This is an optimization exercise on Yosys and OpenROAD, whose aim is small area, a short achievable clock period and few clock cycles, not a production implementation. At most, simulation tests tie the RTL to the original design; equivalence was not proved. Only the layout flow was run in run 1; the RTL was not checked for function there. Power and IR drop assume default switching activity.

--- design/flow/config.mk ---
export PLATFORM = sky130hd
export DESIGN_NAME = udp_send_top
export DESIGN_NICKNAME = udp_send_top
export VERILOG_FILES = /design/flow/design.v
export SDC_FILE = /design/flow/constraint.sdc
export NUM_CORES = 4
export LEC_CHECK = 0
export CAP_MARGIN = 20
export CORE_MARGIN = 2
export CORE_UTILIZATION = 40
export SLEW_MARGIN = 20
--- design/flow/run.sh ---
#!/bin/bash
# synth_recipe.tcl (not shown) runs the flow's synth.tcl, then flattens the netlist and writes it again
# the make line also repeats each setting of config.mk as NAME=value (left out here)
make -C /OpenROAD-flow-scripts/flow DESIGN_CONFIG=/design/flow/config.mk WORK_HOME=/design/flow/orfs CLKGATE_MAP_FILE= SYNTH_SCRIPT=/design/flow/synth_recipe.tcl finish
--- design/flow/design.v ---
module udp_send_top #(
    parameter logic [15:0] SRC_PORT  = 16'h1234,
    parameter logic [7:0]  IP_TTL    = 8'h40,
    parameter int          BUF_WORDS = 128
) (
    input  logic        clk,
    input  logic        reset,
    input  logic [31:0] local_IP_in,
    input  logic [47:0] local_MAC_in,
    input  logic [31:0] remote_ip_addr_in,
    input  logic [47:0] remote_mac_addr_in,
    input  logic        arp_reply_in,
    output logic        arp_reply_ack_out,
    input  logic        udp_from_app_valid,
    input  logic [31:0] udp_from_app_data,
    input  logic [3:0]  udp_from_app_keep,
    input  logic        udp_from_app_last,
    output logic        udp_to_app_ready,
    input  logic [31:0] dest_ip_addr,
    input  logic [15:0] dest_port,
    input  logic [15:0] data_from_app_length,
    input  logic [7:0]  tcp_ctrl_type,
    output logic [7:0]  axis_tdata_out,
    output logic        axis_tvalid_out,
    output logic        axis_tlast_out,
    input  logic        axis_tready_in
);
    localparam int R   = 128;       
    localparam int QR  = 8;         
    localparam int QW  = 32;        
    localparam int NWT = R / QW;    
    localparam int EQ  = 4;         
    localparam logic [16:0] CS0   = 17'h4500 + 17'h4000 + 17'({IP_TTL, 8'h11});
    localparam logic [15:0] CSUM0 = CS0[15:0] + 16'(CS0[16]);
    logic        ack_q, arp_valid_q, hit_q;
    logic [31:0] arp_ip_q;
    logic [47:0] arp_mac_q;
    logic        arp_take;
    assign arp_take = arp_reply_in && !ack_q;
    always_ff @(posedge clk or posedge reset) begin
        if (reset) begin
            ack_q       <= 1'b0;
            arp_valid_q <= 1'b0;
        end else begin
            ack_q <= arp_take;
            if (arp_take) arp_valid_q <= 1'b1;
        end
    end
    always_ff @(posedge clk) begin
        if (arp_take) begin
            arp_ip_q  <= remote_ip_addr_in;
            arp_mac_q <= remote_mac_addr_in;
        end
        hit_q <= arp_valid_q && (arp_ip_q == dest_ip_addr);
    end
    logic [31:0] ring [R];
    logic [NWT-1:0] wsel_q;         
    always_ff @(posedge clk) begin
        for (int p = 0; p < R; p++) begin
            if (p % QW == 0 && wsel_q[p / QW]) ring[p] <= udp_from_app_data;
            else                              ring[p] <= ring[(p + R - 1) % R];
        end
    end
    logic        ready_q, wc127_q;
    logic [6:0]  npos_q, npos_d, npos1;
    logic [7:0]  occ_q, occ_d, occ_b, occ_b1;
    logic [6:0]  wc_q;
    logic [1:0]  nst_q, nst_d, nst_nf;   
    logic        acc, fin_part, fin, ready_d, ra, rn;
    logic [NWT-1:0] wsel_a, wsel_n;
    logic [47:0] n_dmac, n_lmac;
    logic [31:0] n_lip, n_dip;
    logic [15:0] n_dport, n_dlen;
    logic [6:0]  n_nm1;
    logic [9:0]  n_L;
    logic        fetch, load, skip_now;
    logic [7:0]  fleft_q, rsub;
    assign acc      = udp_from_app_valid && ready_q;
    assign fin_part = udp_from_app_last || wc127_q;
    assign fin      = acc && fin_part;
    always_comb begin
        rsub    = fetch ? 8'd1 : (skip_now ? fleft_q : 8'd0);
        occ_b   = occ_q - rsub;
        occ_b1  = occ_b + 8'd1;
        npos1   = npos_q + 7'd1;
        nst_nf  = (nst_q == 2'd1) ? 2'd2 : (load ? 2'd0 : nst_q);
        ra      = (npos_q % 7'(QW) == 7'd0) && !occ_b1[7] && nst_nf == 2'd0;
        rn      = (npos1 % 7'(QW) == 7'd0) && !occ_b[7] && nst_nf == 2'd0;
        for (int k = 0; k < NWT; k++) begin
            wsel_a[k] = ra && (npos_q / 7'(QW) == 7'(k));
            wsel_n[k] = rn && (npos1 / 7'(QW) == 7'(k));
        end
        npos_d  = acc ? npos_q : npos1;
        occ_d   = acc ? occ_b1 : occ_b;
        nst_d   = fin ? 2'd1 : nst_nf;
        ready_d = acc ? (!fin_part && ra) : rn;
    end
    always_ff @(posedge clk or posedge reset) begin
        if (reset) begin
            ready_q <= 1'b0;
            npos_q  <= 7'(R - 1);
            occ_q   <= '0;
            wc_q    <= '0;
            wc127_q <= 1'b0;
            nst_q   <= '0;
            wsel_q  <= '0;
        end else begin
            ready_q <= ready_d;
            npos_q  <= npos_d;
            occ_q   <= occ_d;
            nst_q   <= nst_d;
            if (acc) begin
                wc_q    <= fin_part ? 7'd0 : wc_q + 7'd1;
                wc127_q <= !fin_part && wc_q == 7'd126;
            end
            wsel_q  <= acc ? (fin_part ? '0 : wsel_a) : wsel_n;
        end
    end
    always_ff @(posedge clk) begin
        if (ready_q) begin
            n_lmac  <= local_MAC_in;
            n_lip   <= local_IP_in;
            n_dip   <= dest_ip_addr;
            n_dport <= dest_port;
            n_dlen  <= data_from_app_length;
            n_nm1   <= wc_q;
        end
        if (ready_q)                    n_dmac <= arp_mac_q;
        else if (nst_q == 2'd1 && !hit_q) n_dmac <= '1;
        if (nst_q == 2'd1) begin
            n_L <= (n_dlen < 16'({n_nm1 + 8'd1, 2'b00})) ? n_dlen[9:0] : 10'({n_nm1 + 8'd1, 2'b00});
        end
    end
    logic        active_q, hv_q, in_hdr_q, is_last_q, fok_q;
    logic [9:0]  bc_q;              
    logic [47:0] c_dmac, c_lmac;
    logic [31:0] c_lip, c_dip;
    logic [15:0] c_dport;
    logic [9:0]  c_tot, c_udp, c_lastm1, a_lastm1;
    logic [6:0]  c_nm1;
    logic [10:0] brem_q;            
    logic        bpos_q;            
    logic [6:0]  rpos_q;            
    logic [7:0]  id_lo, id_hi;
    logic        idc_q;
    logic [8:0]  cs_lo, cs_hi;      
    logic [3:0]  cs_q;
    logic [31:0] q [EQ];
    logic [1:0]  qr_q, qw_q;
    logic [2:0]  qc_q, qc_d;
    logic        tvalid_q, tlast_q;
    logic [7:0]  tdata_q;
    logic        adv, have, take, pop, done, start, active_d;
    logic [1:0]  bsel;
    logic [7:0]  hb, pb;
    logic [31:0] rdata, qword;
    logic [15:0] cterm;
    always_comb begin
        adv      = !tvalid_q || axis_tready_in;
        have     = active_q && (in_hdr_q || qc_q != 3'd0);
        take     = adv && have;
        bsel     = {~bc_q[1], bc_q[0]};
        pop      = take && !in_hdr_q && (bsel == 2'd3 || is_last_q);
        done     = take && is_last_q;
        start    = hv_q && (!active_q || done);
        load     = nst_q == 2'd2 && !hv_q && (!active_q || !in_hdr_q);
        active_d = start || (active_q && !done);
        skip_now = fleft_q != 8'd0 && !bpos_q && active_q;
        fetch    = fok_q && rpos_q % 7'(QR) == 7'd0;
        qc_d     = qc_q + 3'(fetch) - 3'(pop);
        rdata    = ring[(rpos_q / 7'(QR)) * QR];
        qword    = q[qr_q];
        pb       = qword[8 * (3 - bsel) +: 8];
        case (bc_q[5:0])
            6'd0:  hb = c_dmac[47:40];
            6'd1:  hb = c_dmac[39:32];
            6'd2:  hb = c_dmac[31:24];
            6'd3:  hb = c_dmac[23:16];
            6'd4:  hb = c_dmac[15:8];
            6'd5:  hb = c_dmac[7:0];
            6'd6:  hb = c_lmac[47:40];
            6'd7:  hb = c_lmac[39:32];
            6'd8:  hb = c_lmac[31:24];
            6'd9:  hb = c_lmac[23:16];
            6'd10: hb = c_lmac[15:8];
            6'd11: hb = c_lmac[7:0];
            6'd12: hb = 8'h08;
            6'd13: hb = 8'h00;
            6'd14: hb = 8'h45;
            6'd15: hb = 8'h00;
            6'd16: hb = 8'(c_tot[9:8]);
            6'd17: hb = c_tot[7:0];
            6'd18: hb = id_hi;
            6'd19: hb = id_lo;
            6'd20: hb = 8'h40;
            6'd21: hb = 8'h00;
            6'd22: hb = IP_TTL;
            6'd23: hb = 8'h11;
            6'd24: hb = ~cs_hi[7:0];
            6'd25: hb = ~cs_lo[7:0];
            6'd26: hb = c_lip[31:24];
            6'd27: hb = c_lip[23:16];
            6'd28: hb = c_lip[15:8];
            6'd29: hb = c_lip[7:0];
            6'd30: hb = c_dip[31:24];
            6'd31: hb = c_dip[23:16];
            6'd32: hb = c_dip[15:8];
            6'd33: hb = c_dip[7:0];
            6'd34: hb = SRC_PORT[15:8];
            6'd35: hb = SRC_PORT[7:0];
            6'd36: hb = c_dport[15:8];
            6'd37: hb = c_dport[7:0];
            6'd38: hb = 8'(c_udp[9:8]);
            6'd39: hb = c_udp[7:0];
            default: hb = 8'h00;
        endcase
        case (cs_q)
            4'd1:    cterm = 16'(c_tot);
            4'd2:    cterm = {id_hi, id_lo};
            4'd3:    cterm = c_lip[31:16];
            4'd4:    cterm = c_lip[15:0];
            4'd5:    cterm = c_dip[31:16];
            4'd6:    cterm = c_dip[15:0];
            default: cterm = 16'd0;
        endcase
    end
    always_ff @(posedge clk or posedge reset) begin
        if (reset) begin
            active_q  <= 1'b0;
            hv_q      <= 1'b0;
            in_hdr_q  <= 1'b0;
            is_last_q <= 1'b0;
            fok_q     <= 1'b0;
            bc_q      <= '0;
            fleft_q   <= '0;
            brem_q    <= '0;
            bpos_q    <= 1'b0;
            rpos_q    <= 7'(R - 2);
            id_lo     <= '1;
            id_hi     <= '1;
            idc_q     <= 1'b0;
            cs_q      <= '0;
            qr_q      <= '0;
            qw_q      <= '0;
            qc_q      <= '0;
            tvalid_q  <= 1'b0;
        end else begin
            active_q <= active_d;
            if (start) begin
                bc_q      <= '0;
                in_hdr_q  <= 1'b1;
                is_last_q <= 1'b0;
            end else if (take) begin
                bc_q      <= bc_q + 10'd1;
                in_hdr_q  <= in_hdr_q && bc_q != 10'd41;
                is_last_q <= bc_q == a_lastm1;
            end
            if (load) hv_q <= 1'b1;
            else if (start) hv_q <= 1'b0;
            if (load) begin
                id_lo <= id_lo + 8'd1;
                idc_q <= id_lo == 8'hff;
            end else begin
                idc_q <= 1'b0;
            end
            if (idc_q) id_hi <= id_hi + 8'd1;
            if (start) begin
                fleft_q <= 8'({1'b0, c_nm1} + 8'd1);
                brem_q  <= 11'(c_udp);
                bpos_q  <= c_udp > 10'd8;
            end else if (fetch) begin
                fleft_q <= fleft_q - 8'd1;
                brem_q  <= brem_q - 11'd4;
                bpos_q  <= brem_q > 11'd12;
            end else if (skip_now) begin
                fleft_q <= '0;
            end
            fok_q  <= active_d && (start ? c_udp > 10'd8 : fetch ? brem_q > 11'd12 : bpos_q)
                      && (qc_q + 3'(fetch) < 3'(EQ));
            rpos_q <= rpos_q + 7'd1 - 7'(rsub);
            if (fetch) qw_q <= qw_q + 2'd1;
            if (pop)   qr_q <= qr_q + 2'd1;
            qc_q <= qc_d;
            if (load) cs_q <= 4'd1;
            else if (cs_q != 4'd0 && cs_q != 4'd12) cs_q <= cs_q + 4'd1;
            if (adv) tvalid_q <= have;
        end
    end
    always_ff @(posedge clk) begin
        if (load) begin
            c_dmac   <= n_dmac;
            c_lmac   <= n_lmac;
            c_lip    <= n_lip;
            c_dip    <= n_dip;
            c_dport  <= n_dport;
            c_nm1    <= n_nm1;
            c_tot    <= n_L + 10'd28;
            c_udp    <= n_L + 10'd8;
            c_lastm1 <= n_L + 10'd40;
            cs_lo    <= {1'b0, CSUM0[7:0]};
            cs_hi    <= {1'b0, CSUM0[15:8]};
        end else if (cs_q != 4'd0) begin
            cs_lo <= 9'(cs_lo[7:0]) + 9'(cterm[7:0]) + 9'(cs_hi[8]);
            cs_hi <= 9'(cs_hi[7:0]) + 9'(cterm[15:8]) + 9'(cs_lo[8]);
        end
        if (start) a_lastm1 <= c_lastm1;
        if (fetch) q[qw_q] <= rdata;
        if (take) begin
            tdata_q <= in_hdr_q ? hb : pb;
            tlast_q <= is_last_q;
        end
    end
    logic unused;
    assign unused            = ^{tcp_ctrl_type, udp_from_app_keep, BUF_WORDS};
    assign udp_to_app_ready  = ready_q;
    assign arp_reply_ack_out = ack_q;
    assign axis_tdata_out    = tdata_q;
    assign axis_tvalid_out   = tvalid_q;
    assign axis_tlast_out    = tlast_q;
endmodule
--- design/flow/constraint.sdc ---
create_clock -name core_clock -period 11.0 [get_ports {clk}]
set_input_delay 2.2000 -clock core_clock [delete_from_list [all_inputs] [get_ports {clk}]]
set_output_delay 2.2000 -clock core_clock [all_outputs]
set_load 0.01 [all_outputs]
==> metrics.csv, run 1 <==
stage,metric,value,unit
timing,Worst Tran Pin Value,1.21,ns
global_routing,first-pass GRT wire length,358000,um
power_and_ir_drop,PD cells,268,nW/um^2
synth,Syn Area/Cell,17.2,sq um
power_and_ir_drop,Peak VDD IR,0.000162,V
routing,wl on met1,118000,um
cts,Clock Latency Late Sink,0.94,ns
die,Die Width,548,um
timing,setup violators final,0,
setup_path,critical path class,register to register,
placed_design,Final HPWL DP,151000,um
power_and_ir_drop,total power,37.9,mW
placed_design,Port-buffer cells,273,
finish,Total Nets Final,7830,
cts,CTS tree,done,
routing,vias post-DR,52800,
cts,post-cts sizing count,0,
routing,initial drt markers,4105,
placed_design,Post-DP Area,126000,sq um
global_routing,largest net degree at the start of global routing,90,
setup_path,CP Capture Type,register,
routing,DR pass1 iterations,8,
timing,"Slew Viols, Final",0,
synth,register area share after synthesis,88.1,%
finish,post-route cell area,141000,sq um
setup_path,FF-to-FF path depth,9,
global_routing,vias in the first global route,53600,
setup_path,worst setup path end,tdata_q[2]$_DFFE_PP_,
cts,clock transition at the registers of the reported paths,0.06,ns
finish,Area Growth Syn to Fin,19.4,%
run_status,status,"complete, no violations",
synth,ys flop type,dfxtp_1,
setup_path,Critical Path AT,5.51,ns
timing,worst hold slack,0.277,ns
synth,Post-synth EDFFs,642,
global_routing,GRT overflow,0,
die,die area,300000,sq um
routing,# DRC,0,
timing,fin crit period,4.89,ns
routing,Via density,4.48,
die,I/O pin cnt,286,
finish,layout cell share with drive strength beyond 1,13.5,%
setup_path,reg2reg start,bc_q[0]$_DFFE_PP0P_,
global_routing,GRT Resource Usage Total,16.0,%
cts,CTS H-Tree Depth,5,
die,Die Ht,548,um
synth,Ys Warns,2,
placed_design,Cells after DPL,11000,
finish,"non-filler cells, final",11800,
cts,CTS sink cnt,4860,
synth,largest cells by area after synthesis,"dfxtp_1 (70%), edfxtp_1 (16%), dfrtp_1 (1.6%)",
timing,final hold viol count,0,
routing,Avg WL per Cell,20.9,um
power_and_ir_drop,P_leak,54.2,nW
routing,drt total wl,246000,um
flow_run,max_cap viols,0,
finish,final core utilization,48.0,%
routing,ANT nets after route,0,
timing,Max Clk Rate,205,MHz
synth,mapped cell area,118000,sq um
routing,DR top layer,met5,
routing,DR WL met2,109000,um
setup_path,CP startpoint,bc_q[0]$_DFFE_PP0P_,
cts,CTS buffer count,426,
synth,most frequent cells after synthesis,"dfxtp_1 (4115), edfxtp_1 (642), nand3_1 (181), a22oi_1 (162), nand2_1 (155)",
timing,Relative slew margins,18.6,%
synth,Synth Instances,6874,
synth,Yosys top cell area share,69.6,%
cts,clock buffer depth,4,
synth,Synth Register Bits,4860,
setup_path,flop-to-flop setup slack,6.11,ns
synth,Synth area leader,dfxtp_1,
placed_design,DP Worst Slack,6.33,ns
synth,"count leader, synth",dfxtp_1,
timing,Final period util,44.4,%
routing,met3 routed WL,13000,um
worst_hold_path,Hold Crit Class,register to register,
die,row cnt,199,
timing,RSZ-0062 raised after global routing,no,
timing,Final WS setup,6.11,ns
cts,post-CTS setup buffers,0,
worst_hold_path,hold_sp,ring[85][28]$_DFF_P_,
cts,root buf cell,clkbuf_16,
synth,Unique masters post-synth,78,
setup_path,crit start category,register,
placed_design,RePlAce Congestion,0.893,
cts,hold_buf cts,0,
synth,asr flop ratio synth,2.12,%
die,Initial Util,40.2,%
setup_path,Worst EP required,11.62,ns
timing,clock skew,0.100,ns
global_routing,initial antenna violation count,32,
setup_path,Crit Path Max Fanout,36,
synth,post-synthesis net count,7227,
timing,total negative slack,0,ns
setup_path,R2R Path End,tdata_q[2]$_DFFE_PP_,
die,core footprint,294000,sq um
==> flip-flops by register name, indices dropped and copies added, names as in the netlist, 48 cells and up <==
register and count:
q 128, c_dmac 48, c_lmac 48, n_lmac 48, arp_mac_q 48, n_dmac 48, ring 4096
==> how the worst min path moves through the flow <==
stage / endpoint / depth (start not counted)
2_1_floorplan: ring[100][0]$_DFF_P_ / 0
3_3_place_gp: ring[69][20]$_DFF_P_ / 0
3_5_place_dp: ring[34][10]$_DFF_P_ / 0
4_1_cts: ring[86][28]$_DFF_P_ / 0
5_1_grt: ring[86][28]$_DFF_P_ / 0
6_report: ring[86][28]$_DFF_P_ / 0
==> worst max-delay path: stages (launching register included) <==
cell and delay (ns):
dfrtp_1 0.90, inv_1 0.22, ha_1 0.27, buf_4 0.29, and3b_1 0.47, and2_0 0.50, a22o_1 0.32, or4_1 0.47
nor4_1 0.93, o22ai_1 0.19
==> layer usage <==
metal  vias to the layer above  track usage (%)
li1                      24800                -
met1                     26300             23.1
met2                      1374             24.5
met3                       412             3.16
met4                        10             4.92
met5                         -                0
==> power by group <==
| group | internal (mW) | total [mW] | switching, mW |
|---|---|---|---|
| sequential | 18.4 | 18.7 | 0.304 |
| clock | 9.21 | 15.7 | 6.45 |
| combinational | 1.09 | 3.57 | 2.48 |
| total | 28.7 | 37.9 | 9.23 |
==> placed cells by master (no fill, tap or decap), types with 53 or more instances in the layout <==
| master | Yosys | final |
|---|---|---|
| edfxtp_1 | 642 | 642 |
| bufinv_16 | 0 | 54 |
| clkbuf_8 | 0 | 90 |
| nand3_1 | 181 | 181 |
| a21oi_1 | 82 | 82 |
| mux2_2 | 144 | 144 |
| buf_4 | 5 | 76 |
| a22oi_1 | 162 | 162 |
| inv_1 | 75 | 73 |
| nand2b_1 | 63 | 63 |
| dfrtp_1 | 74 | 68 |
| dfxtp_1 | 4115 | 4115 |
| clkbuf_1 | 115 | 78 |
| clkinv_2 | 0 | 66 |
| nor2_1 | 125 | 111 |
| clkbuf_16 | 0 | 434 |
| nand4_1 | 53 | 53 |
| xnor2_1 | 104 | 104 |
| nand2_1 | 155 | 154 |
| ha_1 | 73 | 71 |
| clkdlybuf4s50_1 | 0 | 273 |
| o21ai_0 | 66 | 66 |
==> logic make-up after synthesis <==
kind of cell    Yosys count  synth area share [%]
compound gates          571                  3.52
buf+inv                 255                 0.861
flops                  4860                  88.1
simple gates            761                  3.30
mux                     202                  2.28
xor+xnor                146                  1.08
fa+ha+maj                79                 0.873
==> final cells by class <==
class / count / area, sq um
timing repair buffer: 353 / 3360
antenna: 12 / 30.0
inverter: 77 / 299
sequential: 4860 / 104000
tap: 3919 / 4900
multi-input combinational: 1759 / 13300
clock inverter: 193 / 2860
clock buffer: 603 / 12400
fill: 24600 / 153000
==> run 2, diff against run 1 <==
--- a/design/flow/design.v
+++ b/design/flow/design.v
@@ -74,6 +74,7 @@
     logic [6:0]  n_nm1;
     logic [9:0]  n_L;
     logic        fetch, load, skip_now;
+    assign load = load_q;              
     logic [7:0]  fleft_q, rsub;
     assign acc      = udp_from_app_valid && ready_q;
     assign fin_part = udp_from_app_last || wc127_q;
@@ -117,7 +118,7 @@
         end
     end
     always_ff @(posedge clk) begin
-        if (ready_q) begin
+        if (nst_q == 2'd0) begin
             n_lmac  <= local_MAC_in;
             n_lip   <= local_IP_in;
             n_dip   <= dest_ip_addr;
@@ -125,13 +126,14 @@
             n_dlen  <= data_from_app_length;
             n_nm1   <= wc_q;
         end
-        if (ready_q)                    n_dmac <= arp_mac_q;
+        if (nst_q == 2'd0)              n_dmac <= arp_mac_q;
         else if (nst_q == 2'd1 && !hit_q) n_dmac <= '1;
         if (nst_q == 2'd1) begin
             n_L <= (n_dlen < 16'({n_nm1 + 8'd1, 2'b00})) ? n_dlen[9:0] : 10'({n_nm1 + 8'd1, 2'b00});
         end
     end
-    logic        active_q, hv_q, in_hdr_q, is_last_q, fok_q;
+    logic        active_q, hv_q, in_hdr_q, is_last_q, fok_q, load_q;
+    logic        hv_d, in_hdr_d;
     logic [9:0]  bc_q;              
     logic [47:0] c_dmac, c_lmac;
     logic [31:0] c_lip, c_dip;
@@ -140,7 +142,8 @@
     logic [6:0]  c_nm1;
     logic [10:0] brem_q;            
     logic        bpos_q;            
-    logic [6:0]  rpos_q;            
+    logic [6:0]  rpos_q, rpos_d;    
+    logic [R/QR-1:0] rsel_q;        
     logic [7:0]  id_lo, id_hi;
     logic        idc_q;
     logic [8:0]  cs_lo, cs_hi;      
@@ -163,12 +166,15 @@
         pop      = take && !in_hdr_q && (bsel == 2'd3 || is_last_q);
         done     = take && is_last_q;
         start    = hv_q && (!active_q || done);
-        load     = nst_q == 2'd2 && !hv_q && (!active_q || !in_hdr_q);
         active_d = start || (active_q && !done);
+        hv_d     = load || (hv_q && !start);
+        in_hdr_d = start || (in_hdr_q && !(take && bc_q == 10'd41));
         skip_now = fleft_q != 8'd0 && !bpos_q && active_q;
         fetch    = fok_q && rpos_q % 7'(QR) == 7'd0;
         qc_d     = qc_q + 3'(fetch) - 3'(pop);
-        rdata    = ring[(rpos_q / 7'(QR)) * QR];
+        rdata    = '0;
+        for (int j = 0; j < R / QR; j++) rdata |= rsel_q[j] ? ring[j * QR] : 32'd0;
+        rpos_d   = rpos_q + 7'd1 - 7'(rsub);
         qword    = q[qr_q];
         pb       = qword[8 * (3 - bsel) +: 8];
         case (bc_q[5:0])
@@ -231,11 +237,13 @@
             in_hdr_q  <= 1'b0;
             is_last_q <= 1'b0;
             fok_q     <= 1'b0;
+            load_q    <= 1'b0;
             bc_q      <= '0;
             fleft_q   <= '0;
             brem_q    <= '0;
             bpos_q    <= 1'b0;
             rpos_q    <= 7'(R - 2);
+            rsel_q    <= (R/QR)'(1) << ((R - 2) / QR);
             id_lo     <= '1;
             id_hi     <= '1;
             idc_q     <= 1'b0;
@@ -248,15 +256,14 @@
             active_q <= active_d;
             if (start) begin
                 bc_q      <= '0;
-                in_hdr_q  <= 1'b1;
                 is_last_q <= 1'b0;
             end else if (take) begin
                 bc_q      <= bc_q + 10'd1;
-                in_hdr_q  <= in_hdr_q && bc_q != 10'd41;
                 is_last_q <= bc_q == a_lastm1;
             end
-            if (load) hv_q <= 1'b1;
-            else if (start) hv_q <= 1'b0;
+            hv_q     <= hv_d;
+            in_hdr_q <= in_hdr_d;
+            load_q   <= nst_d == 2'd2 && !hv_d && (!active_d || !in_hdr_d);
             if (load) begin
                 id_lo <= id_lo + 8'd1;
                 idc_q <= id_lo == 8'hff;
@@ -277,7 +284,8 @@
             end
             fok_q  <= active_d && (start ? c_udp > 10'd8 : fetch ? brem_q > 11'd12 : bpos_q)
                       && (qc_q + 3'(fetch) < 3'(EQ));
-            rpos_q <= rpos_q + 7'd1 - 7'(rsub);
+            rpos_q <= rpos_d;
+            for (int j = 0; j < R / QR; j++) rsel_q[j] <= rpos_d / 7'(QR) == 7'(j);
             if (fetch) qw_q <= qw_q + 2'd1;
             if (pop)   qr_q <= qr_q + 2'd1;
             qc_q <= qc_d;
==> design/flow/flow/run.sh (new file) <==
#!/bin/bash
# Own layout flow: the standard ORFS flow (standard.sh), with ORFS's timing
# repair asked to leave extra setup slack (SETUP_SLACK_MARGIN), so that gates on
# long paths get sized up and the achieved clock period is shorter. The clock
# period and I/O constraints are the standard flow's own (constraint.sdc is not touched).
set -euo pipefail
export SETUP_SLACK_MARGIN=7
bash standard.sh > standard_flow.log 2>&1
==> design/flow/standard.sh (new file) <==
#!/bin/bash
# synth_recipe.tcl (not shown) runs the flow's synth.tcl, then flattens the netlist and writes it again
# the make line also repeats each setting of config.mk as NAME=value (left out here)
make -C /OpenROAD-flow-scripts/flow DESIGN_CONFIG=/design/flow/config.mk WORK_HOME=/design/flow/orfs CLKGATE_MAP_FILE= SYNTH_SCRIPT=/design/flow/synth_recipe.tcl "${@:-finish}"
--- a/design/flow/config.mk
+++ b/design/flow/config.mk
@@ -8,4 +8,5 @@
 export CAP_MARGIN = 20
 export CORE_MARGIN = 2
 export CORE_UTILIZATION = 40
+export CTS_BUF_LIST = sky130_fd_sc_hd__clkbuf_8
 export SLEW_MARGIN = 20
removed: design/flow/run.sh
==> metrics.csv, run 2 <==
stage,metric,value,unit,change
run_status,status,"complete, no violations",,
synth,Synth Register Bits,4877,,+0.35%
synth,asr flop ratio synth,2.46,%,+0.34 points
timing,final hold viol count,0,,unchanged
cts,hold_buf cts,0,,unchanged
cts,CTS tree,done,,
cts,Clock Latency Late Sink,1.16,ns,+0.22 ns
routing,Avg WL per Cell,19.6,um,-6.3%
synth,post-synthesis net count,7084,,-2.0%
synth,ys flop type,dfxtp_1,,
routing,initial drt markers,3514,,-14%
setup_path,critical path class,register to output pin,,
global_routing,GRT overflow,0,,unchanged
routing,DR pass1 iterations,6,,-2
die,I/O pin cnt,286,,unchanged
global_routing,GRT Resource Usage Total,15.4,%,-0.66 points
cts,CTS sink cnt,4877,,+0.35%
routing,Via density,4.41,,-1.7%
setup_path,Critical Path AT,1.80,ns,-3.71 ns
power_and_ir_drop,Peak VDD IR,0.000147,V,-9.0%
synth,mapped cell area,118000,sq um,-0.10%
timing,Worst Tran Pin Value,1.17,ns,-0.0453 ns
power_and_ir_drop,PD cells,242,nW/um^2,-9.7%
setup_path,Worst EP required,8.80,ns,-2.82 ns
setup_path,Crit Path Max Fanout,1,,-97%
synth,Syn Area/Cell,17.6,sq um,+2.0%
cts,clock buffer depth,4,,unchanged
cts,CTS buffer count,688,,+62%
synth,most frequent cells after synthesis,"dfxtp_1 (4115), edfxtp_1 (642), a22o_1 (141), mux2_2 (136)",,
timing,fin crit period,4.00,ns,-0.887 ns
timing,Max Clk Rate,250,MHz,+22%
setup_path,flop-to-flop setup slack,7.16,ns,+1.05 ns
finish,Largest Register,ring,,
worst_hold_path,Hold Crit Class,register to register,,
setup_path,slowest stage cell on the critical path,edfxtp_1,,
finish,Total Nets Final,7939,,+1.4%
die,Die Ht,548,um,about the same
finish,max reg flops,4096,,unchanged
timing,total negative slack,0,ns,unchanged
timing,Final WS setup,7.00,ns,+0.887 ns
setup_path,crit start category,register,,
global_routing,largest net degree at the start of global routing,83,,-7.8%
setup_path,CP Capture Type,output pin,,
timing,RSZ-0062 raised after global routing,yes,,
synth,Post-synth EDFFs,642,,unchanged
routing,drt total wl,235000,um,-4.4%
synth,"count leader, synth",dfxtp_1,,
synth,largest cells by area after synthesis,"dfxtp_1 (70%), edfxtp_1 (16%), dfrtp_1 (1.9%)",,
global_routing,first-pass GRT wire length,347000,um,-2.8%
flow_run,max_cap viols,0,,unchanged
synth,Unique masters post-synth,79,,+1.3%
global_routing,initial antenna violation count,28,,-13%
die,die area,300000,sq um,-0.10%
synth,Yosys top cell area share,69.7,%,+0.073 points
die,row cnt,199,,unchanged
timing,Final period util,36.4,%,-8.1 points
synth,Synth Instances,6731,,-2.1%
die,Die Width,548,um,about the same
routing,vias post-DR,53000,,+0.40%
placed_design,DP Worst Slack,6.00,ns,-0.322 ns
timing,"Slew Viols, Final",0,,unchanged
cts,clock transition at the registers of the reported paths,0.06,ns,about the same
timing,clock skew,0.0935,ns,-0.00669 ns
power_and_ir_drop,P_leak,55.3,nW,+2.0%
setup_path,Top delay family on crit path,flip-flops,,
synth,register area share after synthesis,88.5,%,+0.45 points
timing,setup violators final,0,,unchanged
setup_path,CP cell instances,buf_2,,
placed_design,Port-buffer cells,273,,unchanged
finish,Largest regs,"ring (4096), q (128)",,
die,Initial Util,40.2,%,about the same
synth,Synth area leader,dfxtp_1,,
routing,ANT nets after route,0,,unchanged
finish,layout cell share with drive strength beyond 1,16.0,%,+2.5 points
timing,Relative slew margins,21.9,%,+3.2 points
die,core footprint,294000,sq um,about the same
global_routing,vias in the first global route,54900,,+2.4%
setup_path,WP buf/inv,1,,-1
placed_design,Final HPWL DP,139000,um,-7.7%
finish,"commonest non-fill, non-tap cell in the layout",dfxtp_1,,
setup_path,crit-path max cell delay,0.49,ns,-0.44 ns
synth,Ys Warns,2,,unchanged
placed_design,RePlAce Congestion,0.912,,+2.1%
cts,root buf cell,clkbuf_8,,
cts,CTS H-Tree Depth,6,,+1
routing,# DRC,0,,unchanged
finish,most frequent cells in the layout,"dfxtp_1 (4115), clkbuf_8 (821), edfxtp_1 (642), inv_1 (306), clkdlybuf4s50_1 (261)",,
finish,Area Growth Syn to Fin,18.0,%,
-- run 2: cell count changes after synthesis, moves of 21 or more --
| cell | before | now |
|---|---|---|
| a22o_1 | 34 | 141 |
| nand3_1 | 181 | 110 |
| a221oi_1 | 25 | 130 |
| or3_1 | 7 | 55 |
| nand2b_1 | 63 | 6 |
| nand2_1 | 155 | 128 |
| a32oi_1 | 35 | 12 |
| a222oi_1 | 30 | 9 |
| nor2_1 | 125 | 101 |
| a22oi_1 | 162 | 52 |
| nand4_1 | 53 | 89 |
| a21oi_1 | 82 | 48 |
-- run 2: final timing paths --
kind	startpoint	endpoint	depth (start not counted)
setup reg to reg	bc_q[1]$_DFFE_PP0P_	tdata_q[6]$_DFFE_PP_	8
max in group asynchronous	reset	rsel_q[12]$_DFF_PP0_	4
min in group asynchronous	reset	tvalid_q$_DFFE_PP0P_	3
hold / removal	ring[78][30]$_DFF_P_	ring[79][30]$_DFF_P_	0
setup / recovery	tdata_q[3]$_DFFE_PP_	axis_tdata_out[3]	1
hold reg to reg	ring[78][30]$_DFF_P_	ring[79][30]$_DFF_P_	0
-- run 2: layer usage --
metal	up-vias	track usage [%]	wire length (um)	part of all wire (%)
met5	-	0	46	0.020
met4	8	5.65	6730	2.9
met3	465	3.64	13100	5.6
met2	1436	23.8	106000	45
met1	26200	21.0	109000	46
li1	25000	-	-	-
-- run 2: through the flow --
| step | utilization, % | power (mW) | instance area [sq um] | instances | hold WS, ns |
|---|---|---|---|---|---|
| floorplan | - | 19.6 | 118000 | 6731 | 0.310 |
| global placement | 42.8 | 20.6 | 126000 | 10800 | 0.310 |
| detailed placement | 42.8 | 20.6 | 126000 | 10800 | 0.312 |
| CTS | 47.4 | 34.2 | 140000 | 12000 | 0.260 |
| global route | 47.5 | 35.1 | 140000 | 12000 | 0.237 |
| finish | 47.5 | 33.8 | 140000 | 12000 | 0.266 |
-- run 2: cell type report --
type	instances	area, sq um
clock inverters	378	2420
clock buffers	821	11300
flip-flops and latches	4877	105000
repair buffers	338	3190
inverters	71	270
multi-input cells	1610	12800
fillers	24700	154000
well taps	3919	4900
diodes	8	20.0
-- run 2: cells by family after synthesis --
| family | share of synthesized area, % |
|---|---|
| flops | 88.5 |
| xor+xnor | 1.13 |
| buf+inv | 0.795 |
| mux | 2.20 |
| compound gates | 3.73 |
| fa+ha+maj | 0.874 |
| simple gates | 2.75 |
-- run 2: report_power, final --
part / switching, mW / internal [mW] / total [mW]
clock: 6.50 / 7.11 / 13.6
combinational: 1.27 / 0.566 / 1.84
sequential: 0.191 / 18.2 / 18.4
total: 7.96 / 25.9 / 33.8
-- run 2: timing repair --
action                                  4_1_cts  5_1_grt
gates resized for setup                      60       12
pin swaps                                     0        1
setup buffers                                 1        2
endpoints found under the setup margin       14       45
Testbench counts of run 2, summed over its fixed seeds: cycles 36,367.
==> run 3, diff against run 2 <==
--- a/design/flow/design.v
+++ b/design/flow/design.v
@@ -294,6 +294,15 @@
             if (adv) tvalid_q <= have;
         end
     end
+    always_ff @(posedge clk or posedge reset) begin
+        if (reset) begin
+            tdata_q <= '0;
+            tlast_q <= 1'b0;
+        end else if (take) begin
+            tdata_q <= in_hdr_q ? hb : pb;
+            tlast_q <= is_last_q;
+        end
+    end
     always_ff @(posedge clk) begin
         if (load) begin
             c_dmac   <= n_dmac;
@@ -313,10 +322,6 @@
         end
         if (start) a_lastm1 <= c_lastm1;
         if (fetch) q[qw_q] <= rdata;
-        if (take) begin
-            tdata_q <= in_hdr_q ? hb : pb;
-            tlast_q <= is_last_q;
-        end
     end
     logic unused;
     assign unused            = ^{tcp_ctrl_type, udp_from_app_keep, BUF_WORDS};
--- a/design/flow/flow/run.sh
+++ b/design/flow/flow/run.sh
@@ -4,5 +4,5 @@
 # long paths get sized up and the achieved clock period is shorter. The clock
 # period and I/O constraints are the standard flow's own (constraint.sdc is not touched).
 set -euo pipefail
-export SETUP_SLACK_MARGIN=7
+export SETUP_SLACK_MARGIN=7.6
 bash standard.sh > standard_flow.log 2>&1
--- a/design/flow/config.mk
+++ b/design/flow/config.mk
@@ -8,5 +8,4 @@
 export CAP_MARGIN = 20
 export CORE_MARGIN = 2
 export CORE_UTILIZATION = 40
-export CTS_BUF_LIST = sky130_fd_sc_hd__clkbuf_8
 export SLEW_MARGIN = 20
==> metrics.csv, run 3 <==
stage,metric,value,unit,change
synth,Ys Warns,2,,unchanged
timing,final hold viol count,0,,unchanged
flow_run,max_cap viols,0,,unchanged
global_routing,GRT Resource Usage Total,15.4,%,+0.046 points
die,row cnt,199,,unchanged
worst_hold_path,Hold EP,ring[87][31]$_DFF_P_,,
timing,"Slew Viols, Final",0,,unchanged
power_and_ir_drop,PD cells,271,nW/um^2,+12%
placed_design,Port-buffer cells,273,,unchanged
global_routing,initial antenna violation count,23,,-18%
setup_path,CP cell instances,buf_6,,
finish,Area Growth Syn to Fin,19.5,%,
cts,clock buffer depth,4,,unchanged
setup_path,CP Capture Type,output pin,,
die,Die Ht,548,um,about the same
routing,vias post-DR,52000,,-1.9%
setup_path,Worst EP required,8.80,ns,about the same
setup_path,slowest stage cell on the critical path,dfrtp_2,,
cts,CTS sink cnt,4877,,unchanged
timing,fin crit period,3.71,ns,-0.284 ns
synth,asr flop ratio synth,2.65,%,+0.18 points
power_and_ir_drop,Peak VDD IR,0.000166,V,+13%
setup_path,flop-to-flop setup slack,7.65,ns,+0.49 ns
finish,max reg flops,4096,,unchanged
run_status,status,"complete, no violations",,
setup_path,crit-path max cell delay,0.49,ns,about the same
cts,CTS tree,done,,
cts,hold_buf cts,0,,unchanged
die,I/O pin cnt,286,,unchanged
placed_design,DP Worst Slack,5.84,ns,-0.161 ns
synth,Syn Area/Cell,17.6,sq um,+0.33%
worst_hold_path,WHS Path Cells,0,,unchanged
routing,ANT nets after route,0,,unchanged
synth,largest cells by area after synthesis,"dfxtp_1 (70%), edfxtp_1 (16%), dfrtp_1 (2.1%)",,
timing,Worst Tran Pin Value,1.01,ns,-0.157 ns
timing,setup violators final,0,,unchanged
synth,Synth Instances,6709,,-0.33%
global_routing,largest net degree at the start of global routing,86,,+3.6%
cts,CTS buffer count,424,,-38%
die,Initial Util,40.2,%,about the same
finish,Largest Register,ring,,
placed_design,Final HPWL DP,142000,um,+1.6%
routing,initial drt markers,3901,,+11%
die,core footprint,294000,sq um,unchanged
routing,Via density,4.48,,+1.6%
timing,clock skew,0.0889,ns,-0.00452 ns
setup_path,R2R Path End,tdata_q[4]$_DFFE_PP0P_,,
synth,ys flop type,dfxtp_1,,
power_and_ir_drop,P_leak,54.5,nW,-1.5%
die,Die Width,548,um,about the same
global_routing,first-pass GRT wire length,346000,um,-0.40%
setup_path,CP startpoint,tdata_q[3]$_DFFE_PP0P_,,
finish,layout cell share with drive strength beyond 1,14.9,%,-1.1 points
finish,most frequent cells in the layout,"dfxtp_1 (4115), edfxtp_1 (633), clkbuf_16 (435), clkdlybuf4s50_1 (261)",,
routing,# DRC,0,,unchanged
synth,Synth area leader,dfxtp_1,,
routing,DR pass1 iterations,6,,unchanged
synth,Synth Register Bits,4877,,unchanged
synth,mapped cell area,118000,sq um,about the same
global_routing,vias in the first global route,52700,,-3.9%
setup_path,FF-to-FF path depth,10,,+2
cts,CTS H-Tree Depth,5,,-1
global_routing,GRT overflow,0,,unchanged
synth,Unique masters post-synth,83,,+5.1%
setup_path,crit start category,register,,
setup_path,Top delay family on crit path,flip-flops,,
timing,Final period util,33.8,%,-2.6 points
synth,post-synthesis net count,7062,,-0.31%
synth,"count leader, synth",dfxtp_1,,
setup_path,WP buf/inv,1,,unchanged
finish,Total Nets Final,7692,,-3.1%
timing,Relative slew margins,32.5,%,+11 points
placed_design,RePlAce Congestion,0.915,,+0.33%
setup_path,Crit Path Max Fanout,2,,+1
finish,Largest regs,"ring (4096), q (128)",,
synth,most frequent cells after synthesis,"dfxtp_1 (4115), edfxtp_1 (633), mux2_2 (134), a22o_1 (133), a221oi_1 (131)",,
routing,drt total wl,237000,um,+0.83%
setup_path,Critical Path AT,1.51,ns,-0.29 ns
die,die area,300000,sq um,about the same
synth,register area share after synthesis,88.5,%,about the same
finish,"commonest non-fill, non-tap cell in the layout",dfxtp_1,,
timing,RSZ-0062 raised after global routing,yes,,
routing,Avg WL per Cell,20.4,um,+4.4%
setup_path,critical path class,register to output pin,,
timing,total negative slack,0,ns,unchanged
timing,Final WS setup,7.29,ns,+0.284 ns
setup_path,reg2reg start,bc_q[0]$_DFFE_PP0P_,,
timing,Max Clk Rate,269,MHz,+7.6%
synth,Yosys top cell area share,69.7,%,about the same
cts,Clock Latency Late Sink,0.92,ns,-0.24 ns
cts,clock transition at the registers of the reported paths,0.06,ns,about the same
finish,fill count,24100,,-2.2%
worst_hold_path,Hold Crit Class,register to register,,
cts,root buf cell,clkbuf_16,,
synth,Post-synth EDFFs,633,,-1.4%
worst_hold_path,hold_sp,ring[86][31]$_DFF_P_,,
==> run 3: cell types whose count changed in the layout (fill, tap and decap cells not counted), moves of 19 or more <==
cell	before	now
buf_4	65	87
bufinv_16	11	45
clkbuf_1	0	77
clkbuf_16	0	435
clkbuf_8	821	88
clkinv_2	58	77
inv_1	306	56
nand3_1	110	69
nand4_1	89	64
xnor2_1	101	72
xor2_1	47	71
==> run 3: how the worst max path moves through the flow <==
stage	slack [ns]	depth (start not counted)	to
after global routing	7.22	1	axis_tdata_out[3]
after floorplan	7.09	1	load_q$_DFF_PP0_
final	7.29	1	axis_tdata_out[3]
after global placement	5.86	7	a_lastm1[3]$_DFFE_PP_
after CTS	7.20	1	axis_tdata_out[3]
after detailed placement	5.84	7	a_lastm1[3]$_DFFE_PP_
==> run 3: where the power goes <==
part	total, mW	internal [mW]	switching (mW)
logic	3.48	1.30	2.18
registers	19.6	19.1	0.521
clock network	15.3	8.95	6.35
==> run 3: layer usage <==
metal	GRT usage, %	part of all wire (%)	vias up
li1	-	-	24300
met4	3.97	2.1	18
met3	3.52	6.0	410
met1	22.3	48	25900
met5	0	0.052	-
met2	23.3	44	1359
==> run 3: final cells by class <==
type / count / area [sq um] / share of cell area (%)
flip-flops and latches: 4877 / 105000 / 74.1
multi-input cells: 1599 / 13100 / 9.29
clock buffers: 600 / 12400 / 8.76
well taps: 3919 / 4900 / 3.47
repair buffers: 371 / 3540 / 2.51
clock inverters: 176 / 2410 / 1.71
inverters: 66 / 270 / 0.191
diodes: 5 / 12.5 / 0.00885
==> run 3: kinds of logic (layout without fill, tap and decap cells) <==
kind of cell    count (synthesis)  in the layout  share of synthesized area, %
buf+inv                       234           1213                         0.809
flops                        4877           4877                          88.5
xor+xnor                      147            147                          1.11
compound gates                593            593                          3.89
mux                           188            188                          2.16
fa+ha+maj                      79             79                         0.874
other cells                     0              5                             0
simple gates                  591            592                          2.67
==> run 3: per-stage QoR <==
stage	instances	hold WS, ns	utilization (%)	cell area (sq um)	power, mW
floorplan	6709	0.310	-	118000	21.8
global placement	10800	0.310	42.8	126000	23.0
detailed placement	10800	0.312	42.8	126000	23.1
CTS	11600	0.250	48.0	141000	38.5
global route	11600	0.267	48.1	141000	39.7
finish	11600	0.270	48.1	141000	38.4
==> run 3: what timing repair did <==
item                                   in CTS  in global routing
pin swaps                                  16                 28
gates resized for setup                   144                 50
cloned                                      0                  1
buffers inserted                           16                 15
setup endpoints to repair                 307                102
endpoints found under the hold margin       0                  0
==> run 3: worst register-to-register path, cell delays in order, from the launching register on <==
cell and delay, ns:
dfrtp_4 0.60, inv_1 0.12, ha_1 0.21, buf_4 0.24
nor3b_1 0.19, buf_4 0.21, and2_1 0.32, a22oi_1 0.31
nand4_1 0.32, nor4_4 0.55, o21ai_0 0.14
Testbench counts of run 3, summed over its fixed seeds: cycles 36,367.
==> run 4, diff against run 3 <==
--- a/design/flow/design.v
+++ b/design/flow/design.v
@@ -294,15 +294,6 @@
             if (adv) tvalid_q <= have;
         end
     end
-    always_ff @(posedge clk or posedge reset) begin
-        if (reset) begin
-            tdata_q <= '0;
-            tlast_q <= 1'b0;
-        end else if (take) begin
-            tdata_q <= in_hdr_q ? hb : pb;
-            tlast_q <= is_last_q;
-        end
-    end
     always_ff @(posedge clk) begin
         if (load) begin
             c_dmac   <= n_dmac;
@@ -322,6 +313,10 @@
         end
         if (start) a_lastm1 <= c_lastm1;
         if (fetch) q[qw_q] <= rdata;
+        if (take) begin
+            tdata_q <= in_hdr_q ? hb : pb;
+            tlast_q <= is_last_q;
+        end
     end
     logic unused;
     assign unused            = ^{tcp_ctrl_type, udp_from_app_keep, BUF_WORDS};
==> design/flow/run.sh (new file) <==
#!/bin/bash
# synth_recipe.tcl (not shown) runs the flow's synth.tcl, then flattens the netlist and writes it again
# the make line also repeats each setting of config.mk as NAME=value (left out here)
make -C /OpenROAD-flow-scripts/flow DESIGN_CONFIG=/design/flow/config.mk WORK_HOME=/design/flow/orfs CLKGATE_MAP_FILE= SYNTH_SCRIPT=/design/flow/synth_recipe.tcl finish
--- a/design/flow/config.mk
+++ b/design/flow/config.mk
@@ -8,4 +8,5 @@
 export CAP_MARGIN = 20
 export CORE_MARGIN = 2
 export CORE_UTILIZATION = 40
+export CTS_BUF_LIST = sky130_fd_sc_hd__clkbuf_8
 export SLEW_MARGIN = 20
removed: design/flow/flow/run.sh
removed: design/flow/standard.sh
==> metrics.csv, run 4 <==
stage,metric,value,unit,change
finish,max reg flops,4096,,unchanged
finish,Total Nets Final,7947,,+3.3%
setup_path,worst setup path end,axis_tlast_out,,
setup_path,flop-to-flop setup slack,6.80,ns,-0.85 ns
global_routing,GRT Resource Usage Total,15.5,%,+0.071 points
placed_design,Port-buffer cells,273,,unchanged
timing,worst hold slack,0.272,ns,+0.00260 ns
setup_path,CP startpoint,tlast_q$_DFFE_PP_,,
synth,Ys Warns,2,,unchanged
die,Die Width,548,um,about the same
synth,Syn Area/Cell,17.6,sq um,-0.33%
placed_design,Final HPWL DP,140000,um,-1.0%
setup_path,Top delay family on crit path,buffers and inverters,,
synth,Unique masters post-synth,79,,-4.8%
synth,asr flop ratio synth,2.46,%,-0.18 points
cts,root buf cell,clkbuf_8,,
worst_hold_path,Hold Crit Class,register to register,,
setup_path,Critical Path AT,2.14,ns,+0.63 ns
global_routing,vias in the first global route,55300,,+4.8%
synth,Synth Register Bits,4877,,unchanged
setup_path,crit start category,register,,
global_routing,first-pass GRT wire length,350000,um,+1.1%
synth,Synth area leader,dfxtp_1,,
finish,Area Growth Syn to Fin,18.3,%,
cts,CTS buffer count,695,,+64%
timing,Max Clk Rate,230,MHz,-14%
cts,clock transition at the registers of the reported paths,0.06,ns,about the same
cts,post-cts sizing count,0,,-100%
synth,Post-synth EDFFs,642,,+1.4%
setup_path,FF-to-FF path depth,9,,-1
synth,largest cells by area after synthesis,"dfxtp_1 (70%), edfxtp_1 (16%), dfrtp_1 (1.9%)",,
timing,final hold viol count,0,,unchanged
global_routing,GRT overflow,0,,unchanged
setup_path,reg2reg start,bc_q[0]$_DFFE_PP0P_,,
setup_path,CP Capture Type,output pin,,
setup_path,WP buf/inv,1,,unchanged
setup_path,critical path depth in cells,1,,unchanged
finish,final core utilization,47.6,%,-0.51 points
timing,Worst Tran Pin Value,1.17,ns,+0.154 ns
finish,"non-filler cells, final",12100,,+3.9%
cts,CTS sink cnt,4877,,unchanged
placed_design,RePlAce Congestion,0.920,,+0.57%
routing,# DRC,0,,unchanged
routing,Avg WL per Cell,19.6,um,-3.8%
power_and_ir_drop,Peak VDD IR,0.000125,V,-24%
synth,"count leader, synth",dfxtp_1,,
timing,fin crit period,4.34,ns,+0.626 ns
routing,DR pass1 iterations,6,,unchanged
synth,post-synthesis net count,7084,,+0.31%
timing,Final period util,39.5,%,+5.7 points
cts,clock buffer depth,4,,unchanged
finish,Largest regs,"ring (4096), q (128)",,
die,I/O pin cnt,286,,unchanged
flow_run,max_cap viols,0,,unchanged
routing,initial drt markers,3564,,-8.6%
finish,layout cell share with drive strength beyond 1,15.8,%,+0.89 points
synth,Synth Instances,6731,,+0.33%
die,Die Ht,548,um,about the same
setup_path,R2R Path End,tdata_q[2]$_DFFE_PP_,,
routing,drt total wl,237000,um,-0.12%
timing,RSZ-0062 raised after global routing,no,,
die,core footprint,294000,sq um,unchanged
synth,ys flop type,dfxtp_1,,
finish,Largest Register,ring,,
synth,Yosys top cell area share,69.7,%,about the same
die,Initial Util,40.2,%,about the same
finish,most frequent cells in the layout,"dfxtp_1 (4115), clkbuf_8 (851), edfxtp_1 (642), inv_1 (322), clkdlybuf4s50_1 (273)",,
routing,Via density,4.43,,-1.1%
routing,ANT nets after route,0,,unchanged
setup_path,slowest stage cell on the critical path,clkdlybuf4s50_1,,
setup_path,crit-path max cell delay,0.59,ns,+0.10 ns
timing,clock skew,0.0759,ns,-0.0130 ns
cts,CTS H-Tree Depth,6,,+1
power_and_ir_drop,P_leak,55.5,nW,+1.9%
placed_design,Post-DP Area,126000,sq um,about the same
global_routing,initial antenna violation count,28,,+22%
synth,most frequent cells after synthesis,"dfxtp_1 (4115), edfxtp_1 (642), a22o_1 (141), mux2_2 (136)",,
global_routing,largest net degree at the start of global routing,87,,+1.2%
setup_path,CP cell instances,clkdlybuf4s50_1,,
cts,CTS tree,done,,
setup_path,critical path class,register to output pin,,
die,die area,300000,sq um,about the same
placed_design,Cells after DPL,10800,,+0.15%
setup_path,Crit Path Max Fanout,1,,-1
cts,post-CTS setup buffers,0,,-16
setup_path,Worst EP required,8.80,ns,about the same
run_status,status,"complete, no violations",,
finish,"commonest non-fill, non-tap cell in the layout",dfxtp_1,,
timing,total negative slack,0,ns,unchanged
synth,mapped cell area,118000,sq um,about the same
cts,hold_buf cts,0,,unchanged
power_and_ir_drop,PD cells,243,nW/um^2,-11%
routing,vias post-DR,53500,,+2.7%
cts,Clock Latency Late Sink,1.18,ns,+0.26 ns
timing,setup violators final,0,,unchanged
die,row cnt,199,,unchanged
timing,Relative slew margins,21.4,%,-11 points
finish,post-route cell area,140000,sq um,-1.1%
timing,"Slew Viols, Final",0,,unchanged
synth,register area share after synthesis,88.5,%,about the same
==> run 4: cell types whose count changed in the layout (fill, tap and decap cells not counted), moves of 25 or more <==
cell / delta
bufinv_16: -34
inv_1: +266
nand3_1: +41
clkinv_2: -28
clkbuf_16: -435
clkbuf_1: -77
xnor2_1: +29
nand4_1: +25
clkbuf_8: +763
==> run 4: how the worst min path moves through the flow <==
stage	start	endpoint	slack, ns	cells after the start
finish	ring[93][19]$_DFF_P_	ring[94][19]$_DFF_P_	0.27	0
detailed placement	ring[106][17]$_DFF_P_	ring[107][17]$_DFF_P_	0.31	0
floorplan	ring[99][0]$_DFF_P_	ring[100][0]$_DFF_P_	0.31	0
global placement	ring[82][12]$_DFF_P_	ring[83][12]$_DFF_P_	0.31	0
CTS	ring[29][21]$_DFF_P_	ring[30][21]$_DFF_P_	0.27	0
global route	ring[17][19]$_DFF_P_	ring[18][19]$_DFF_P_	0.27	0
==> run 4: cell type report <==
| class | instances | area [sq um] |
|---|---|---|
| Sequential cell | 4877 | 105000 |
| Inverter | 71 | 272 |
| Timing Repair Buffer | 339 | 3230 |
| Clock buffer | 851 | 11700 |
| Fill cell | 24600 | 154000 |
| Antenna cell | 10 | 25.0 |
| Multi-Input combinational cell | 1610 | 12700 |
| Clock inverter | 385 | 2270 |
| Tap cell | 3919 | 4900 |
==> run 4: stage by stage <==
| step | power (mW) | setup WS (ns) |
|---|---|---|
| 6_report | 34.0 | 6.66 |
| 5_1_grt | 35.2 | 6.50 |
| 4_1_cts | 34.3 | 6.49 |
| 3_5_place_dp | 20.6 | 6.10 |
| 3_3_place_gp | 20.6 | 6.12 |
| 2_1_floorplan | 19.6 | 3.35 |
==> run 4: logic make-up (layout without fill, tap and decap cells) <==
family          after synthesis  count (layout)  synth area share (%)
simple gates                624             624                  2.75
other cells                   0              10                     0
mux                         193             193                  2.20
fa+ha+maj                    79              79                 0.874
flops                      4877            4877                  88.5
xor+xnor                    150             150                  1.13
compound gates              564             564                  3.73
buf+inv                     244            1646                 0.795
==> run 4: where the power goes <==
group | internal [mW] | leakage [nW] | switching [mW]
combinational | 0.561 | 6.39 | 1.27
sequential | 18.2 | 41.0 | 0.181
clock | 7.30 | 8.14 | 6.46
==> run 4: layer usage <==
metal,vias to the layer above,share of wire (%),GRT usage [%]
met3,446,5.2,3.43
met5,-,0.041,0
met4,16,2.8,5.43
li1,25000,-,-
met1,26500,47,21.7
met2,1460,45,23.7
Testbench counts of run 4, summed over its fixed seeds: cycles 36,367.
==> run 5, diff against run 4 <==
--- a/design/flow/design.v
+++ b/design/flow/design.v
@@ -294,6 +294,15 @@
             if (adv) tvalid_q <= have;
         end
     end
+    always_ff @(posedge clk or posedge reset) begin
+        if (reset) begin
+            tdata_q <= '0;
+            tlast_q <= 1'b0;
+        end else if (take) begin
+            tdata_q <= in_hdr_q ? hb : pb;
+            tlast_q <= is_last_q;
+        end
+    end
     always_ff @(posedge clk) begin
         if (load) begin
             c_dmac   <= n_dmac;
@@ -313,10 +322,6 @@
         end
         if (start) a_lastm1 <= c_lastm1;
         if (fetch) q[qw_q] <= rdata;
-        if (take) begin
-            tdata_q <= in_hdr_q ? hb : pb;
-            tlast_q <= is_last_q;
-        end
     end
     logic unused;
     assign unused            = ^{tcp_ctrl_type, udp_from_app_keep, BUF_WORDS};
==> design/flow/flow/run.sh (new file) <==
#!/bin/bash
# Own layout flow: the standard ORFS flow (standard.sh) with two changes in
# how the layout is made; the clock period and I/O constraints are the standard flow's own
# (constraint.sdc is not touched):
#  - ORFS's timing repair is asked to leave extra setup slack
#    (SETUP_SLACK_MARGIN), so gates on long paths get sized up and the
#    achieved clock period is shorter;
#  - clock tree synthesis runs without dummy loads (-dont_use_dummy_load).
set -euo pipefail
export SETUP_SLACK_MARGIN=7.6
export CTS_ARGS="-sink_clustering_enable -repair_clock_nets -dont_use_dummy_load"
bash standard.sh > standard_flow.log 2>&1
==> design/flow/standard.sh (new file) <==
#!/bin/bash
# synth_recipe.tcl (not shown) runs the flow's synth.tcl, then flattens the netlist and writes it again
# the make line also repeats each setting of config.mk as NAME=value (left out here)
make -C /OpenROAD-flow-scripts/flow DESIGN_CONFIG=/design/flow/config.mk WORK_HOME=/design/flow/orfs CLKGATE_MAP_FILE= SYNTH_SCRIPT=/design/flow/synth_recipe.tcl "${@:-finish}"
--- a/design/flow/config.mk
+++ b/design/flow/config.mk
@@ -8,5 +8,4 @@
 export CAP_MARGIN = 20
 export CORE_MARGIN = 2
 export CORE_UTILIZATION = 40
-export CTS_BUF_LIST = sky130_fd_sc_hd__clkbuf_8
 export SLEW_MARGIN = 20
removed: design/flow/run.sh
==> metrics.csv, run 5 <==
stage,metric,value,unit,change
power_and_ir_drop,PD cells,258,nW/um^2,+6.3%
die,Initial Util,40.2,%,about the same
routing,DR WL met2,103000,um,-3.1%
placed_design,Post-DP Area,126000,sq um,about the same
finish,max reg flops,4096,,unchanged
finish,fill count,24500,,-0.28%
finish,final core utilization,46.7,%,-0.91 points
routing,vias post-DR,51700,,-3.4%
die,Die Ht,548,um,about the same
cts,CTS H-Tree Depth,5,,-1
routing,initial drt markers,3929,,+10%
setup_path,slowest stage cell on the critical path,dfrtp_2,,
placed_design,Final HPWL DP,142000,um,+1.1%
finish,"non-filler cells, final",11300,,-6.6%
placed_design,Cells after DPL,10800,,-0.15%
global_routing,GRT overflow,0,,unchanged
die,I/O pin cnt,286,,unchanged
die,row cnt,199,,unchanged
setup_path,reg2reg start,bc_q[0]$_DFFE_PP0P_,,
timing,Max Clk Rate,270,MHz,+17%
global_routing,initial antenna violation count,22,,-21%
setup_path,FF-to-FF path depth,10,,+1
synth,area share of xor/xnor cells in the synthesized design,1.11,%,-0.019 points
power_and_ir_drop,P_leak,52.4,nW,-5.6%
setup_path,CP startpoint,tdata_q[4]$_DFFE_PP0P_,,
routing,Via density,4.59,,+3.4%
die,core footprint,294000,sq um,unchanged
timing,fin crit period,3.70,ns,-0.643 ns
synth,Synth Instances,6709,,-0.33%
finish,most frequent cells in the layout,"dfxtp_1 (4115), edfxtp_1 (633), clkbuf_16 (424), clkdlybuf4s50_1 (261)",,
timing,setup violators final,0,,unchanged
synth,largest cells by area after synthesis,"dfxtp_1 (70%), edfxtp_1 (16%), dfrtp_1 (2.1%)",,
cts,Clock Latency Late Sink,0.91,ns,-0.27 ns
placed_design,RePlAce Congestion,0.915,,-0.57%
run_status,status,"complete, no violations",,
timing,worst hold slack,0.234,ns,-0.0388 ns
synth,mapped cell area,118000,sq um,about the same
setup_path,Worst EP required,8.80,ns,about the same
cts,CTS buffer count,424,,-39%
synth,post-synthesis compound-gate area fraction,3.89,%,+0.16 points
synth,Synth Area in Adders,0.874,%,about the same
routing,drt total wl,235000,um,-0.92%
global_routing,GRT Resource Usage Total,15.3,%,-0.20 points
die,die area,300000,sq um,about the same
synth,Synth area leader,dfxtp_1,,
timing,clock skew,0.119,ns,+0.0432 ns
cts,clock transition at the registers of the reported paths,0.06,ns,about the same
timing,Relative slew margins,30.1,%,+8.7 points
global_routing,first-pass GRT wire length,343000,um,-2.1%
routing,# DRC,0,,unchanged
synth,most frequent cells after synthesis,"dfxtp_1 (4115), edfxtp_1 (633), mux2_2 (134), a22o_1 (133), a221oi_1 (131)",,
synth,Syn Area/Cell,17.6,sq um,+0.33%
routing,ANT nets after route,0,,unchanged
finish,Largest Register,ring,,
routing,wl on met1,111000,um,-0.45%
routing,DR pass1 iterations,7,,+1
synth,Unique masters post-synth,83,,+5.1%
routing,met3 routed WL,14700,um,+20%
global_routing,largest net degree at the start of global routing,86,,-1.1%
finish,post-route cell area,137000,sq um,-1.9%
synth,"count leader, synth",dfxtp_1,,
setup_path,critical path class,register to output pin,,
timing,"Slew Viols, Final",0,,unchanged
finish,layout cell share with drive strength beyond 1,12.0,%,-3.8 points
cts,hold_buf cts,0,,unchanged
timing,Worst Tran Pin Value,1.05,ns,-0.118 ns
global_routing,vias in the first global route,52400,,-5.2%
synth,largest family of logic cells by synthesized area,compound AO/OA/AOI/OAI gates,,
die,Die Width,548,um,about the same
timing,total negative slack,0,ns,unchanged
setup_path,CP Capture Type,output pin,,
setup_path,crit start category,register,,
synth,Post-synth EDFFs,633,,-1.4%
synth,post-synthesis net count,7062,,-0.31%
setup_path,Crit Path Max Fanout,2,,+1
finish,Area Growth Syn to Fin,16.0,%,
synth,register area share after synthesis,88.5,%,about the same
worst_hold_path,hold_sp,ring[86][31]$_DFF_P_,,
synth,asr flop ratio synth,2.65,%,+0.18 points
synth,Synth Register Bits,4877,,unchanged
cts,CTS sink cnt,4877,,unchanged
setup_path,CP cell instances,buf_6,,
timing,Final period util,33.6,%,-5.8 points
power_and_ir_drop,Peak VDD IR,0.000162,V,+29%
synth,multiplexer share of the synthesized area,2.16,%,-0.044 points
worst_hold_path,WHS Path Cells,0,,unchanged
synth,Ys Warns,2,,unchanged
setup_path,Top delay family on crit path,flip-flops,,
setup_path,critical path depth in cells,1,,unchanged
finish,Total Nets Final,7696,,-3.2%
timing,RSZ-0062 raised after global routing,yes,,
synth,Yosys top cell area share,69.7,%,about the same
setup_path,Critical Path AT,1.50,ns,-0.64 ns
timing,final hold viol count,0,,unchanged
synth,ys flop type,dfxtp_1,,
finish,Largest regs,"ring (4096), q (128)",,
cts,clock buffer depth,4,,unchanged
cts,CTS tree,done,,
setup_path,WP buf/inv,1,,unchanged
worst_hold_path,Hold Crit Class,register to register,,
routing,DR top layer,met5,,
flow_run,max_cap viols,0,,unchanged
placed_design,Port-buffer cells,273,,unchanged
cts,root buf cell,clkbuf_16,,
routing,Avg WL per Cell,20.8,um,+6.1%
synth,Simple-Gate Fraction of Synth Area,2.67,%,-0.074 points
finish,"commonest non-fill, non-tap cell in the layout",dfxtp_1,,
setup_path,crit-path max cell delay,0.48,ns,-0.11 ns
-- run 5: cell count changes after synthesis, sizes merged, moves of 8 or more --
cell    change
xnor2      -28
nor3       +11
nor4        +8
nand3      -39
a22o        -8
a22oi      +24
xor2       +25
dfrtp       +9
edfxtp      -9
nand4      -25
a32o        -8
clkbuf      -9
a32oi      +13
-- run 5: through the flow --
stage	setup WS (ns)	power [mW]
floorplan	7.09	21.8
global placement	5.86	23.0
detailed placement	5.84	23.1
CTS	7.21	35.5
global route	7.25	36.7
finish	7.30	35.4
-- run 5: logic make-up (layout without fill, tap and decap cells) --
group,count (synthesis),after routing
compound gates,593,593
xor+xnor,147,147
fa+ha+maj,79,79
buf+inv,234,864
flops,4877,4877
mux,188,188
other cells,0,8
simple gates,591,593
-- run 5: timing repair --
item,CTS,global route
gates cloned,0,2
pin swaps,15,33
setup endpoints to repair,309,106
gates resized for setup,143,52
setup buffers,18,16
-- run 5: layout make-up --
cell class              count  area [sq um]  area share [%]
flip-flops and latches   4877        105000            76.3
multi-input cells        1600         13100            9.55
clock buffers             424         10600            7.73
well taps                3919          4900            3.57
repair buffers            374          3590            2.61
inverters                  66           270           0.197
diodes                      8          20.0          0.0146
-- run 5: power by group --
part	internal (mW)	switching (mW)	leakage, nW
Combinational	1.31	2.18	6.57
Sequential	19.1	0.517	40.6
Clock	6.73	5.59	5.23
-- run 5: path summary, 6_finish.rpt --
kind                                     endpoint  slack [ns]
setup / recovery                axis_tdata_out[4]        7.30
min in group asynchronous     cs_q[2]$_DFFE_PP0P_        1.93
max in group asynchronous     rsel_q[2]$_DFF_PP0_        7.91
hold reg to reg              ring[87][31]$_DFF_P_        0.23
hold / removal               ring[87][31]$_DFF_P_        0.23
setup reg to reg           tdata_q[5]$_DFFE_PP0P_        7.31
-- run 5: per-layer routing --
metal | global-route usage, % | up-vias
met2 | 23.1 | 1379
met5 | 0 | -
met4 | 4.37 | 18
met1 | 22.1 | 25800
li1 | - | 24000
met3 | 3.36 | 463
-- run 5: worst register-to-register path, cell delays in order (launching register included) --
cell       delay [ns]
dfrtp_4          0.59
inv_1            0.12
ha_1             0.21
buf_4            0.29
and3b_1          0.26
buf_4            0.21
nand3_1          0.12
nand4_1          0.19
a2111oi_1        0.81
nor4b_2          0.57
o21ai_0          0.14
Testbench counts of run 5, summed over its fixed seeds: cycles 36,367.

## what the ideal ports hide
How much do the figures lean on ideal ports? The routed layouts below were timed once more, with nothing changed but the port constraints.
Step 1 sets driving cells, clkbuf_16 on the clock port and buf_2 on the other inputs (assumed; they add their load-dependent delay and slew).
Step 2 also shifts input and output timing later by t, the mid clock arrival at the registers, as if the neighbouring blocks saw the same clock.
Three values: no drivers, after step 1, after step 2; two values: the first two.
| run | t (ns) | slack for setup (ns) | latest minus earliest clock arrival (ns) | pins driven straight from the clock port |
|---|---|---|---|---|
| run 1 | 0.994 | 6.114 / 6.114 / 6.114 | 0.109 / 0.109 | 1 |
| run 2 | 1.220 | 7.001 / 6.905 / 6.080 | 0.110 / 0.109 | 1 |
| run 3 | 0.974 | 7.285 / 7.194 / 6.718 | 0.101 / 0.100 | 1 |
| run 4 | 1.218 | 6.659 / 6.569 / 6.084 | 0.105 / 0.105 | 1 |
| run 5 | 0.944 | 7.302 / 7.210 / 6.732 | 0.129 / 0.129 | 1 |
After both steps every run listed still meets setup and hold. For run 2, which loses most, drivers alone change the setup slack by -0.096 ns; drivers and shift together by -0.921 ns.
